Source: an optimization exercise on an open RTL-to-GDS flow (aim: a short achievable clock period and few clock cycles per item). Production flows keep margins and buffers that such runs may drop. At most, simulation tests tie the RTL to the original design; equivalence was not proved. No activity file was given, so power comes from the tool's default toggle rates.

Setup of run G:
## lc4_superscalar
module lc4_superscalar #(
   parameter lc4_pkg::word_t RESET_PC = 16'h8200
) (
   input  logic              gwe,
   input  logic              i_rst,
   output lc4_pkg::word_t    o_cur_pc,
   input  lc4_pkg::word_t    i_insn_a,
   input  lc4_pkg::word_t    i_insn_b,
   output logic              o_wb_we_a,
   output lc4_pkg::reg_sel_t o_wb_rd_a,
   output lc4_pkg::word_t    o_wb_data_a,
   output lc4_pkg::word_t    o_wb_pc_a,
   output logic              o_wb_we_b,
   output lc4_pkg::reg_sel_t o_wb_rd_b,
   output lc4_pkg::word_t    o_wb_data_b,
   output lc4_pkg::word_t    o_wb_pc_b
);
   lc4_pkg::word_t pc;
   logic           p_valid, d_valid;
   logic           split;
   always_ff @(posedge gwe) begin
      if (i_rst) begin
         pc      <= RESET_PC;
         p_valid <= 1'b0;
         d_valid <= 1'b0;
      end else begin
         pc      <= split ? pc + 16'd1 : pc + 16'd2;
         p_valid <= 1'b1;
         d_valid <= p_valid;
      end
   end
   assign o_cur_pc = pc;
   logic [1:0][2:0]  f_rs, f_rt, f_rd;
   logic [1:0]       f_rs_re, f_rt_re, f_dwe, f_cnst, f_sub, f_lg, f_or;
   logic [1:0][15:0] f_imm;
   lc4_decoder fdec_a_i (
      .i_insn (i_insn_a), .o_rs (f_rs[0]), .o_rt (f_rt[0]), .o_rd (f_rd[0]),
      .o_rs_re (f_rs_re[0]), .o_rt_re (f_rt_re[0]), .o_rd_we (f_dwe[0]), .o_const (f_cnst[0]),
      .o_sub (f_sub[0]), .o_logic (f_lg[0]), .o_or (f_or[0]), .o_imm (f_imm[0])
   );
   lc4_decoder fdec_b_i (
      .i_insn (i_insn_b), .o_rs (f_rs[1]), .o_rt (f_rt[1]), .o_rd (f_rd[1]),
      .o_rs_re (f_rs_re[1]), .o_rt_re (f_rt_re[1]), .o_rd_we (f_dwe[1]), .o_const (f_cnst[1]),
      .o_sub (f_sub[1]), .o_logic (f_lg[1]), .o_or (f_or[1]), .o_imm (f_imm[1])
   );
   function automatic logic [7:0] onehot(input logic [2:0] r);
      onehot = 8'b1 << r;
  ...
Size: roughly 720 flip-flops.
==> flow/config.mk <==
export PLATFORM = sky130hd
export DESIGN_NAME = lc4_superscalar
export DESIGN_NICKNAME = lc4_superscalar
export VERILOG_FILES = /design/flow/design.v
export SDC_FILE = /design/flow/constraint.sdc
export NUM_CORES = 4
export LEC_CHECK = 0
export ABC_AREA = 1
export ABC_CLOCK_PERIOD_IN_PS = 1800
export CAP_MARGIN = 20
export CORE_MARGIN = 2
export CORE_UTILIZATION = 40
export CTS_CLUSTER_DIAMETER = 120
export CTS_CLUSTER_SIZE = 24
export SETUP_SLACK_MARGIN = 3.2
export SLEW_MARGIN = 20
==> flow/constraint.sdc <==
create_clock -name core_clock -period 5.0 [get_ports {gwe}]
set_input_delay 1.0000 -clock core_clock [delete_from_list [all_inputs] [get_ports {gwe}]]
set_output_delay 1.0000 -clock core_clock [all_outputs]
set_load 0.01 [all_outputs]
run.sh (not shown) runs the stock make flow with config.mk's settings and CLKGATE_MAP_FILE= SYNTH_SCRIPT=/design/flow/synth_recipe.tcl, a recipe that flattens the netlist after the stock synthesis.
Testbench counts of run G, summed over its fixed seeds: cycles 7,176, insns 12,800.
Input-level comparison between run K and run G:
# run G
export LEC_CHECK = 0
export ABC_AREA = 1
export ABC_CLOCK_PERIOD_IN_PS = 1800
export CAP_MARGIN = 20
export CORE_MARGIN = 2
export CORE_UTILIZATION = 40
export CTS_CLUSTER_DIAMETER = 120
export CTS_CLUSTER_SIZE = 24
export SETUP_SLACK_MARGIN = 3.2
export SLEW_MARGIN = 20
create_clock -name core_clock -period 5.0 [get_ports {gwe}]
# run K
export LEC_CHECK = 0
export ABC_AREA = 1
export ABC_CLOCK_PERIOD_IN_PS = 1800
export CAP_MARGIN = 20
export CORE_MARGIN = 2
export CORE_UTILIZATION = 40
export SETUP_SLACK_MARGIN = 3.2
export SLEW_MARGIN = 20
create_clock -name core_clock -period 5.0 [get_ports {gwe}]
[summary]
- Final hold slack of run K is on par with run G.
- Run K vs run G: share of cell area taken by flip-flops and latches down
- Compared with run G, in run K synthesis-to-layout area growth now sits higher, finished layout cell area now sits higher, final critical-path setup slack now sits lower, final non-filler cell total now sits higher.

========
== the reference run ==
lc4_superscalar, a different RTL version from the one above (not shown whole).
Size: about 3,100 cells after synthesis, about 120 I/O pins, about 0.026 sq mm of cells after synthesis.
## lc4_superscalar
module lc4_superscalar #(
   parameter lc4_pkg::word_t RESET_PC = 16'h8200
) (
   input  logic              gwe,
   input  logic              i_rst,
   output lc4_pkg::word_t    o_cur_pc,
   input  lc4_pkg::word_t    i_insn_a,
   input  lc4_pkg::word_t    i_insn_b,
   output logic              o_wb_we_a,
   output lc4_pkg::reg_sel_t o_wb_rd_a,
   output lc4_pkg::word_t    o_wb_data_a,
   output lc4_pkg::word_t    o_wb_pc_a,
   output logic              o_wb_we_b,
   output lc4_pkg::reg_sel_t o_wb_rd_b,
   output lc4_pkg::word_t    o_wb_data_b,
   output lc4_pkg::word_t    o_wb_pc_b
);
   lc4_pkg::word_t pc, pc_p1, pc_p2;       
   lc4_pkg::word_t pc_p3, pc_p4;
   lc4_pkg::word_t d_insn_a, d_insn_b, d_pc_a, d_pc_b;
   logic           d_valid;
   logic           split;
   assign pc_p3 = pc_p2 + 16'd1;
   assign pc_p4 = pc_p2 + 16'd2;
   always_ff @(posedge gwe) begin
      if (i_rst) begin
         pc      <= RESET_PC;
         pc_p1   <= RESET_PC + 16'd1;
         pc_p2   <= RESET_PC + 16'd2;
         d_valid <= 1'b0;
      end else if (split) begin
         pc      <= pc_p1;
         pc_p1   <= pc_p2;
  ...
export LEC_CHECK = 0
export ABC_CLOCK_PERIOD_IN_PS = 1800
export CAP_MARGIN = 20
export CORE_MARGIN = 2
export CORE_UTILIZATION = 45
export SETUP_SLACK_MARGIN = 3.2
export SLEW_MARGIN = 20
create_clock -name core_clock -period 5.0 [get_ports {gwe}]
Input changes introduced in the trial run (baseline for comparison: the reference run):
Settings: a change of CORE_UTILIZATION from 45 to 60.
--- outcome ---
The trial run did not finish; the tool stopped in global routing (5_1_grt) with error GRT-0232. Net count of the mapped netlist across the reference run and the trial run: no real change. The trial run -> the reference run: number of H-tree levels delta 0, exact match. | count of instances resized after the clock tree is built | the trial run vs the reference run | ≈ equal |. X dimension of the die (higher): the reference run. From the reference run to the trial run, number of buffer cells added on primary ports did not move at all. The trial run vs the reference run — initial core utilization rose 15 points. The reference run -> the trial run: number of enable-type register cells in the synthesized netlist delta 0, exact match. Basic-gate share of the synthesized area counting and, or, nand and nor cells came out exactly the same in the reference run and the trial run. Of the two candidates, the reference run has the worse worst slack after detailed placement and the trial run the better one. The reference run has a higher vertical extent of the die than the trial run.
Function was not checked in any run of this note: the RTL went through the layout flow alone.

========
RTL: one of the versions met above, not the one the previous note started from.
For scale: roughly 5300 cells after synthesis, roughly 720 flip-flops, about 37000 um2 of cells after synthesis.
Settings: LEC_CHECK=0, ABC_AREA=1, ABC_CLOCK_PERIOD_IN_PS=1800, CAP_MARGIN=20, CORE_MARGIN=2, CORE_UTILIZATION=40, CTS_CLUSTER_DIAMETER=160, CTS_CLUSTER_SIZE=20, SETUP_SLACK_MARGIN=3.2, SLEW_MARGIN=20; clock period 5.0 ns.
The first run passed the timing, design-rule and antenna checks.
Testbench counts at the start, summed over its fixed seeds: cycles 7,176, insns 12,800.
Change:
CORE_UTILIZATION = 45   (was 40)
CTS_CLUSTER_DIAMETER = unset   (was 160)
CTS_CLUSTER_SIZE = unset   (was 20)
- cell area climbs by 1.3%
- via count climbs by 0.52%
- wire length drops by 1.3%
- core utilization climbs by 7.6 points
- total power climbs by 14%
- worst hold slack is about the same
- setup slack improved by 3.9 ps

========
## red
lc4_superscalar, a different RTL version from the one above (not shown whole).
Size in the first run: about 7100 cells after synthesis, roughly 880 flip-flops.
clock: 5.0 ns
lec_check: 0
abc_area: 1
abc_clock_period_in_ps: 1800
cap_margin: 20
core_margin: 2
core_utilization: 44
setup_slack_margin: 3.2
slew_margin: 20
red finished every step from synthesis to the final layout, and the layout passed the timing, design-rule and antenna checks.
Here is what was changed in the inputs of blue compared with red.
Settings: changing CORE_UTILIZATION from 44 to 50.
Findings:
blue never completed; the flow aborted with a tool error in 5_1_grt.
Post-cts repair resize count, blue vs red: down by more than 10%
In blue, the pre-CTS setup slack came out 0.70 ns above the value in red.
H-tree depth: red vs blue identical
Post-detailed-placement cell area (blue vs. red) decreases slightly
No run of this note included a check of the RTL's function; only the layout flow was run.

========
Another version of the RTL of lc4_superscalar (not shown whole).
Size: about 120 I/O pins, roughly 30,000 um2 of cells after synthesis.
Settings: LEC_CHECK=0, ABC_AREA=1, ABC_CLOCK_PERIOD_IN_PS=1800, CAP_MARGIN=20, CORE_MARGIN=2, CORE_UTILIZATION=40, SETUP_SLACK_MARGIN=3.2, SLEW_MARGIN=20; clock period 5.0 ns.
The first run finished clean.
Testbench counts at the start, summed over its fixed seeds: cycles 7,144, insns 12,800.
Then changed:
ABC_AREA = unset   (was 1)
What happened: Maximum frequency went down by roughly a tenth. Register-to-register slack gets worse by 0.39 ns. Clock-buffer cell count went down by 3. Total power went down by roughly a tenth.

========
## the previous run
lc4_superscalar, a different RTL version from the one above (not shown whole).
For scale: roughly 660 flip-flops, ~120 I/O pins, roughly 31,000 µm² of cells after synthesis.
Design lc4_superscalar, start of the top module:
module lc4_superscalar #(
   parameter lc4_pkg::word_t RESET_PC = 16'h8200
) (
   input  logic              gwe,
   input  logic              i_rst,
   output lc4_pkg::word_t    o_cur_pc,
   input  lc4_pkg::word_t    i_insn_a,
   input  lc4_pkg::word_t    i_insn_b,
   output logic              o_wb_we_a,
   output lc4_pkg::reg_sel_t o_wb_rd_a,
   output lc4_pkg::word_t    o_wb_data_a,
   output lc4_pkg::word_t    o_wb_pc_a,
   output logic              o_wb_we_b,
   output lc4_pkg::reg_sel_t o_wb_rd_b,
   output lc4_pkg::word_t    o_wb_data_b,
   output lc4_pkg::word_t    o_wb_pc_b
);
export LEC_CHECK = 0
export ABC_AREA = 1
export ABC_CLOCK_PERIOD_IN_PS = 1800
export CAP_MARGIN = 20
export CORE_MARGIN = 2
export CORE_UTILIZATION = 40
export CTS_BUF_LIST = sky130_fd_sc_hd__clkbuf_16
export CTS_CLUSTER_DIAMETER = 60
export CTS_CLUSTER_SIZE = 30
export SETUP_SLACK_MARGIN = 3.2
export SLEW_MARGIN = 20
create_clock -name core_clock -period 5.0 [get_ports {gwe}]
Changes in the current run relative to the previous run:
Settings: CTS_CLUSTER_DIAMETER no longer set, was 60; CTS_CLUSTER_SIZE no longer set, was 30; CTS_BUF_LIST no longer set, was sky130_fd_sc_hd__clkbuf_16.
### Flow results
| portion of the layout cell area used by clock cells | higher: the current run |
Diff the previous run -> the current run: design area saw little to no change, power spent charging and discharging nets saw an increase.
Transition time of the tightest slew-check pin ends up lower on the current run.
Compared with the previous run, the current run shows a higher via count.
Compared to the previous run, the current run has share of the final layout cell area in multi-input gates 0.18 points lower.
Row clock share of power: the current run higher / the previous run lower
Reported for the current run and the previous run, flip-flop and latch count turned out identical to the last digit.
The current run vs the previous run, average vias per placed instance went up by about 1.6%.
Lower part of the power in combinational logic was reported by the current run, not the previous run.
For utilization, the previous run and the current run come out practically identical.
No run of this note included a check of the RTL's function; only the layout flow was run.

separate check: timing with driven ports:
Ports are ideal in the flow. The routed layouts listed here were re-timed in OpenROAD. Step 1, drivers: a clkbuf_16 drives gwe and a buf_2 each remaining input, both assumed. Step 2 times the ports against the registers' clock, not the clock port: input delays grow and output delays shrink by t, the midpoint of the rising clock arrivals with the driver on. Slacks: no drivers / after step 1 / after step 2; pairs: no drivers / after step 1.
run | t (ns) | slack for setup (ns) | hold WS [ns] | worst slew at a driven data input, ns | cell pins on the clock port's net
run G | 0.691 | 2.884 / 2.806 / 2.578 | 0.324 / 0.324 / 0.324 | 0.09 | 1
run K | 0.752 | 2.831 / 2.756 / 2.453 | 0.321 / 0.321 / 0.321 | 0.09 | 1
the reference run | 0.698 | 1.892 / 1.892 / 1.892 | 0.324 / 0.324 / 0.324 | 0.06 | 1
the first run of note 3 | 0.724 | 2.846 / 2.770 / 2.493 | 0.324 / 0.324 / 0.324 | 0.08 | 1
the second run of note 3 | 0.733 | 2.850 / 2.777 / 2.539 | 0.324 / 0.324 / 0.324 | 0.09 | 1
red | 0.868 | 2.312 / 2.312 / 2.038 | 0.324 / 0.324 / 0.324 | 0.05 | 1
the first run of note 5 | 0.726 | 2.550 / 2.550 / 2.538 | 0.323 / 0.323 / 0.323 | 0.05 | 1
the second run of note 5 | 0.688 | 2.156 / 2.156 / 2.156 | 0.324 / 0.324 / 0.324 | 0.07 | 1
the previous run | 0.729 | 2.440 / 2.440 / 2.192 | 0.318 / 0.318 / 0.318 | 0.09 | 1
the current run | 0.705 | 2.541 / 2.541 / 2.110 | 0.315 / 0.315 / 0.315 | 0.09 | 1
After both steps every run listed still meets setup and hold. The setup slack of the current run, which loses most, moves by 0.000 ns with the drivers and by -0.431 ns with both steps.
